From an optimization exercise on the open Yosys and OpenROAD flow, aimed at small area, a short achievable clock period and few clock cycles per item; shortcuts taken in it are not production practice.
Function was checked by simulation only, so behaviour that the tests miss may differ from the original.
Power figures rest on the tool's default switching activity, not on a simulated workload.

Setup of run a:
==> flow/design.v <==
`default_nettype none
package psd_pkg;
	localparam int SLOT_COUNT_DEF = 16;
	localparam int PAGE_W   = 32;
	localparam int STATUS_W = 3;
	localparam int SLOT_W   = 4;
	typedef enum logic {
		OP_GET    = 1'b0,
		OP_REMOVE = 1'b1
	} op_t;
	typedef enum logic [STATUS_W-1:0] {
		ST_HIT     = 3'd0,
		ST_LOAD    = 3'd1,
		ST_FULL    = 3'd2,
		ST_REMOVED = 3'd3,
		ST_ABSENT  = 3'd4
	} status_t;
	typedef enum logic {
		S_IDLE    = 1'b0,
		S_RESOLVE = 1'b1
	} state_t;
	typedef struct packed {
		logic capture;
		logic resolve;
	} psd_cmd_t;
endpackage
`default_nettype wire
`default_nettype none
module psd_ctrl (
	input  wire logic              clk,
	input  wire logic              arst_n,
	input  wire logic              start,
	output logic                   busy,
	output psd_pkg::psd_cmd_t      cmd
);
	logic cmp_q;
	logic res_q;
	always_ff @(posedge clk or negedge arst_n) begin
		if (!arst_n) begin
			cmp_q <= 1'b0;
			res_q <= 1'b0;
		end else begin
			cmp_q <= start;
			res_q <= cmp_q;
		end
	end
	assign busy        = 1'b0;
	assign cmd.capture = start;
	assign cmd.resolve = res_q;
endmodule
`default_nettype wire
`default_nettype none
module psd_datapath #(
	parameter int SLOT_COUNT = psd_pkg::SLOT_COUNT_DEF
) (
	input  wire logic                          clk,
	input  wire logic                          arst_n,
	input  wire psd_pkg::psd_cmd_t             cmd,
	input  wire logic                          operation,
	input  wire logic [psd_pkg::PAGE_W-1:0]    page_id,
	output logic                               done,
	output logic [psd_pkg::STATUS_W-1:0]       status,
	output logic [psd_pkg::SLOT_W-1:0]         slot
);
	localparam int IDX_W = (SLOT_COUNT > 1) ? $clog2(SLOT_COUNT) : 1;
	logic [SLOT_COUNT-1:0]           valid_q;
	logic [psd_pkg::PAGE_W-1:0]      page_q [SLOT_COUNT];
	logic                            op_s1;
	logic [psd_pkg::PAGE_W-1:0]      page_s1;
	logic                            op_s2;
	logic [psd_pkg::PAGE_W-1:0]      page_s2;
	logic [SLOT_COUNT-1:0]           match_s2;  
	logic                            same_s2;   
	logic                            prev_present;
	logic [SLOT_COUNT-1:0]           prev_onehot;
	logic [SLOT_COUNT-1:0]           match;
	logic [SLOT_COUNT-1:0]           first_free;
	logic [SLOT_COUNT-1:0]           claim;
	logic [SLOT_COUNT-1:0]           clear;
	logic                            below_full;
	logic                            hit_any;
	logic                            free_any;
	logic                            alloc;
	logic [IDX_W-1:0]                cmp_idx;
	logic [IDX_W-1:0]                hit_idx;
	logic [IDX_W-1:0]                free_idx;
	logic [psd_pkg::STATUS_W-1:0]    status_d;
	logic [psd_pkg::SLOT_W-1:0]      slot_d;
	logic                            done_q;
	logic [psd_pkg::STATUS_W-1:0]    status_q;
	logic [psd_pkg::SLOT_W-1:0]      slot_q;
	always_ff @(posedge clk) begin
		op_s1   <= operation;
		page_s1 <= page_id;
	end
	always_ff @(posedge clk) begin
		op_s2   <= op_s1;
		page_s2 <= page_s1;
		same_s2 <= cmd.resolve && (page_s1 == page_s2);
		for (int k = 0; k < SLOT_COUNT; k++) begin
			match_s2[k] <= valid_q[k] && (page_q[k] == page_s1);
		end
	end
	always_comb begin
		prev_present = (status_q == psd_pkg::ST_HIT) || (status_q == psd_pkg::ST_LOAD);
		for (int k = 0; k < SLOT_COUNT; k++) begin
			prev_onehot[k] = prev_present && (slot_q == psd_pkg::SLOT_W'(k));
		end
	end
	always_comb begin
		match   = same_s2 ? prev_onehot : match_s2;
		hit_any = same_s2 ? prev_present : |match_s2;
		cmp_idx = '0;
		for (int k = 0; k < SLOT_COUNT; k++) begin
			if (match_s2[k]) begin
				cmp_idx = cmp_idx | IDX_W'(k);
			end
		end
		hit_idx  = same_s2 ? IDX_W'(slot_q) : cmp_idx;
		free_idx = '0;
		for (int k = SLOT_COUNT - 1; k >= 0; k--) begin
			if (!valid_q[k]) begin
				free_idx = IDX_W'(k);
			end
		end
		below_full = 1'b1;
		for (int k = 0; k < SLOT_COUNT; k++) begin
			first_free[k] = !valid_q[k] && below_full;
			below_full    = below_full && valid_q[k];
		end
		free_any = !(&valid_q);
	end
	always_comb begin
		alloc    = cmd.resolve && (op_s2 == psd_pkg::OP_GET) && !hit_any && free_any;
		claim    = alloc ? first_free : '0;
		clear    = (cmd.resolve && (op_s2 == psd_pkg::OP_REMOVE)) ? match : '0;
		status_d = psd_pkg::ST_ABSENT;
		slot_d   = '0;
		if (op_s2 == psd_pkg::OP_GET) begin
			if (hit_any) begin
				status_d = psd_pkg::ST_HIT;
				slot_d   = psd_pkg::SLOT_W'(hit_idx);
			end else if (free_any) begin
				status_d = psd_pkg::ST_LOAD;
				slot_d   = psd_pkg::SLOT_W'(free_idx);
			end else begin
				status_d = psd_pkg::ST_FULL;
			end
		end else begin
			if (hit_any) begin
				status_d = psd_pkg::ST_REMOVED;
				slot_d   = psd_pkg::SLOT_W'(hit_idx);
			end
		end
	end
	always_ff @(posedge clk or negedge arst_n) begin
		if (!arst_n) begin
			valid_q <= '0;
		end else begin
			valid_q <= (valid_q & ~clear) | claim;
		end
	end
	always_ff @(posedge clk) begin
		for (int k = 0; k < SLOT_COUNT; k++) begin
			if (!valid_q[k]) begin
				page_q[k] <= page_s2;
			end
		end
	end
	always_ff @(posedge clk or negedge arst_n) begin
		if (!arst_n) begin
			done_q <= 1'b0;
		end else begin
			done_q <= cmd.resolve;
		end
	end
	always_ff @(posedge clk) begin
		status_q <= status_d;
		slot_q   <= slot_d;
	end
	assign done   = done_q;
	assign status = status_q;
	assign slot   = slot_q;
endmodule
`default_nettype wire
`default_nettype none
module page_slot_directory_top #(
	parameter int SLOT_COUNT = psd_pkg::SLOT_COUNT_DEF
) (
	input  wire logic                          clk,
	input  wire logic                          arst_n,
	input  wire logic                          start,
	output logic                               busy,
	input  wire logic                          operation,
	input  wire logic [psd_pkg::PAGE_W-1:0]    page_id,
	output logic                               done,
	output logic [psd_pkg::STATUS_W-1:0]       status,
	output logic [psd_pkg::SLOT_W-1:0]         slot
);
	psd_pkg::psd_cmd_t cmd;
	psd_ctrl u_ctrl (
		.clk    (clk),
		.arst_n (arst_n),
		.start  (start),
		.busy   (busy),
		.cmd    (cmd)
	);
	psd_datapath #(
		.SLOT_COUNT (SLOT_COUNT)
	) u_datapath (
		.clk       (clk),
		.arst_n    (arst_n),
		.cmd       (cmd),
		.operation (operation),
		.page_id   (page_id),
		.done      (done),
		.status    (status),
		.slot      (slot)
	);
endmodule
`default_nettype wire
clock: 5.0 ns
lec_check: 0
cap_margin: 20
core_margin: 2
core_utilization: 40
cts_cluster_diameter: 80
cts_cluster_size: 24
setup_slack_margin: 2.8
slew_margin: 20
run.sh (not shown) runs the stock make flow with config.mk's settings and CLKGATE_MAP_FILE= SYNTH_SCRIPT=/design/flow/synth_recipe.tcl, a recipe that flattens the netlist after the stock synthesis.
Testbench counts of run a, summed over its fixed seeds: cycles 16,024, items 16,000.
#### Input delta (run b over run a)
==> flow/design.v, changed modules only <==
module psd_ctrl (
	input  wire logic              clk,
	input  wire logic              arst_n,
	input  wire logic              start,
	output logic                   busy,
	output psd_pkg::psd_cmd_t      cmd
);
	logic res_q;
	always_ff @(posedge clk or negedge arst_n) begin
		if (!arst_n) begin
			res_q <= 1'b0;
		end else begin
			res_q <= start;
		end
	end
	assign busy        = 1'b0;
	assign cmd.capture = start;
	assign cmd.resolve = res_q;
endmodule
module psd_datapath #(
	parameter int SLOT_COUNT = psd_pkg::SLOT_COUNT_DEF
) (
	input  wire logic                          clk,
	input  wire logic                          arst_n,
	input  wire psd_pkg::psd_cmd_t             cmd,
	input  wire logic                          operation,
	input  wire logic [psd_pkg::PAGE_W-1:0]    page_id,
	output logic                               done,
	output logic [psd_pkg::STATUS_W-1:0]       status,
	output logic [psd_pkg::SLOT_W-1:0]         slot
);
	localparam int IDX_W = (SLOT_COUNT > 1) ? $clog2(SLOT_COUNT) : 1;
	logic [SLOT_COUNT-1:0]           valid_q;
	logic [psd_pkg::PAGE_W-1:0]      page_q [SLOT_COUNT];
	logic                            op_r;
	logic [psd_pkg::PAGE_W-1:0]      page_r;
	logic [SLOT_COUNT-1:0]           match_r;   
	logic                            same_r;    
	logic                            prev_present;
	logic [SLOT_COUNT-1:0]           prev_onehot;
	logic [SLOT_COUNT-1:0]           match;
	logic [SLOT_COUNT-1:0]           first_free;
	logic [SLOT_COUNT-1:0]           valid_hit;
	logic [SLOT_COUNT-1:0]           valid_miss;
	logic                            below_full;
	logic                            hit_any;
	logic                            free_any;
	logic [IDX_W-1:0]                cmp_idx;
	logic [IDX_W-1:0]                hit_idx;
	logic [IDX_W-1:0]                free_idx;
	logic [psd_pkg::STATUS_W-1:0]    status_d;
	logic [psd_pkg::SLOT_W-1:0]      slot_d;
	logic                            done_q;
	logic [psd_pkg::STATUS_W-1:0]    status_q;
	logic [psd_pkg::SLOT_W-1:0]      slot_q;
	always_ff @(posedge clk) begin
		op_r   <= operation;
		page_r <= page_id;
		same_r <= cmd.resolve && (page_id == page_r);
		for (int k = 0; k < SLOT_COUNT; k++) begin
			match_r[k] <= valid_q[k] && (page_q[k] == page_id);
		end
	end
	always_comb begin
		prev_present = (status_q == psd_pkg::ST_HIT) || (status_q == psd_pkg::ST_LOAD);
		for (int k = 0; k < SLOT_COUNT; k++) begin
			prev_onehot[k] = prev_present && (slot_q == psd_pkg::SLOT_W'(k));
		end
	end
	always_comb begin
		match   = same_r ? prev_onehot : match_r;
		hit_any = same_r ? prev_present : |match_r;
		cmp_idx = '0;
		for (int k = 0; k < SLOT_COUNT; k++) begin
			if (match_r[k]) begin
				cmp_idx = cmp_idx | IDX_W'(k);
			end
		end
		hit_idx  = same_r ? IDX_W'(slot_q) : cmp_idx;
		free_idx = '0;
		for (int k = SLOT_COUNT - 1; k >= 0; k--) begin
			if (!valid_q[k]) begin
				free_idx = IDX_W'(k);
			end
		end
		below_full = 1'b1;
		for (int k = 0; k < SLOT_COUNT; k++) begin
			first_free[k] = !valid_q[k] && below_full;
			below_full    = below_full && valid_q[k];
		end
		free_any = !(&valid_q);
	end
	always_comb begin
		status_d = psd_pkg::ST_ABSENT;
		slot_d   = '0;
		if (op_r == psd_pkg::OP_GET) begin
			if (hit_any) begin
				status_d = psd_pkg::ST_HIT;
				slot_d   = psd_pkg::SLOT_W'(hit_idx);
			end else if (free_any) begin
				status_d = psd_pkg::ST_LOAD;
				slot_d   = psd_pkg::SLOT_W'(free_idx);
			end else begin
				status_d = psd_pkg::ST_FULL;
			end
		end else begin
			if (hit_any) begin
				status_d = psd_pkg::ST_REMOVED;
				slot_d   = psd_pkg::SLOT_W'(hit_idx);
			end
		end
	end
	always_comb begin
		for (int k = 0; k < SLOT_COUNT; k++) begin
			valid_hit[k]  = valid_q[k] && !(cmd.resolve && (op_r == psd_pkg::OP_REMOVE) && match[k]);
			valid_miss[k] = valid_q[k] || (cmd.resolve && (op_r == psd_pkg::OP_GET) && first_free[k]);
		end
	end
	always_ff @(posedge clk or negedge arst_n) begin
		if (!arst_n) begin
			valid_q <= '0;
		end else begin
			valid_q <= hit_any ? valid_hit : valid_miss;
		end
	end
	always_ff @(posedge clk) begin
		for (int k = 0; k < SLOT_COUNT; k++) begin
			if (!valid_q[k]) begin
				page_q[k] <= page_r;
			end
		end
	end
	always_ff @(posedge clk or negedge arst_n) begin
		if (!arst_n) begin
			done_q <= 1'b0;
		end else begin
			done_q <= cmd.resolve;
		end
	end
	always_ff @(posedge clk) begin
		status_q <= status_d;
		slot_q   <= slot_d;
	end
	assign done   = done_q;
	assign status = status_q;
	assign slot   = slot_q;
endmodule
Notes after the runs:
- Taking run a over run b, the power density relative to cell area ratio works out to 1.14.
- Compared with run a, run b shows a lower routed wire length.
- Run a → run b: maximum frequency roughly the same; required time reported for the critical path endpoint roughly the same.
- Diff run a -> run b | post-route total power | decrease of 12%
- Summary of run b over run a: final cell count without fillers now sits lower; global router's overall resource usage now sits lower.
- Comparing post-synth design cell area for run a and run b, the smaller number came from run b.
- Looking at cell at the slowest stage of the critical path, the dfxtp_2 result is from run a; the nand4_1 one comes from run b.
- Beginning of the critical path = page_id[20]: run b; beginning of the critical path = u_datapath.page_s1[27]: run a
- The antenna diode count of run b is higher than that of run a.
- As of run b, reported clock group power had risen by a few percent compared to run a.
- The clock sink total of run b falls short of that of run a by 34.
- Minimum clock period: run b vs run a — no meaningful difference
- The die of run b is smaller than the one used in run a.
Testbench counts of run b, summed over its fixed seeds: cycles 16,016, items 16,000.

-- re-timing with driven ports --
The results above use ideal ports. As a check the final layouts listed here were re-extracted and re-timed, cells and wires unchanged. Step 1: set_driving_cell puts a clkbuf_16 on clk and a buf_2 on each other input, an assumption about the parent block. Step 2, shift: input delay + t, output delay - t, t = (earliest + latest rising clock arrival at the registers) / 2. This alone moves slack from input paths to output paths. Slacks: ideal ports / drivers / drivers and shift; pairs: ideal ports / drivers.
| run | t (ns) | setup WS [ns] | hold slack, ns | slew at the worst register clock pin (ns) | cell pins on the clock port's net |
|---|---|---|---|---|---|
| run a | 0.676 | 2.769 / 2.769 / 2.769 | 0.341 / 0.341 / 0.341 | 0.10 / 0.10 | 1 |
| run b | 0.697 | 2.771 / 2.791 / 2.112 | 0.447 / 0.447 / 0.447 | 0.10 / 0.10 | 1 |
After both steps every run listed still meets setup and hold. For run b, which loses most, drivers alone change the setup slack by +0.020 ns; drivers and shift together by -0.659 ns.
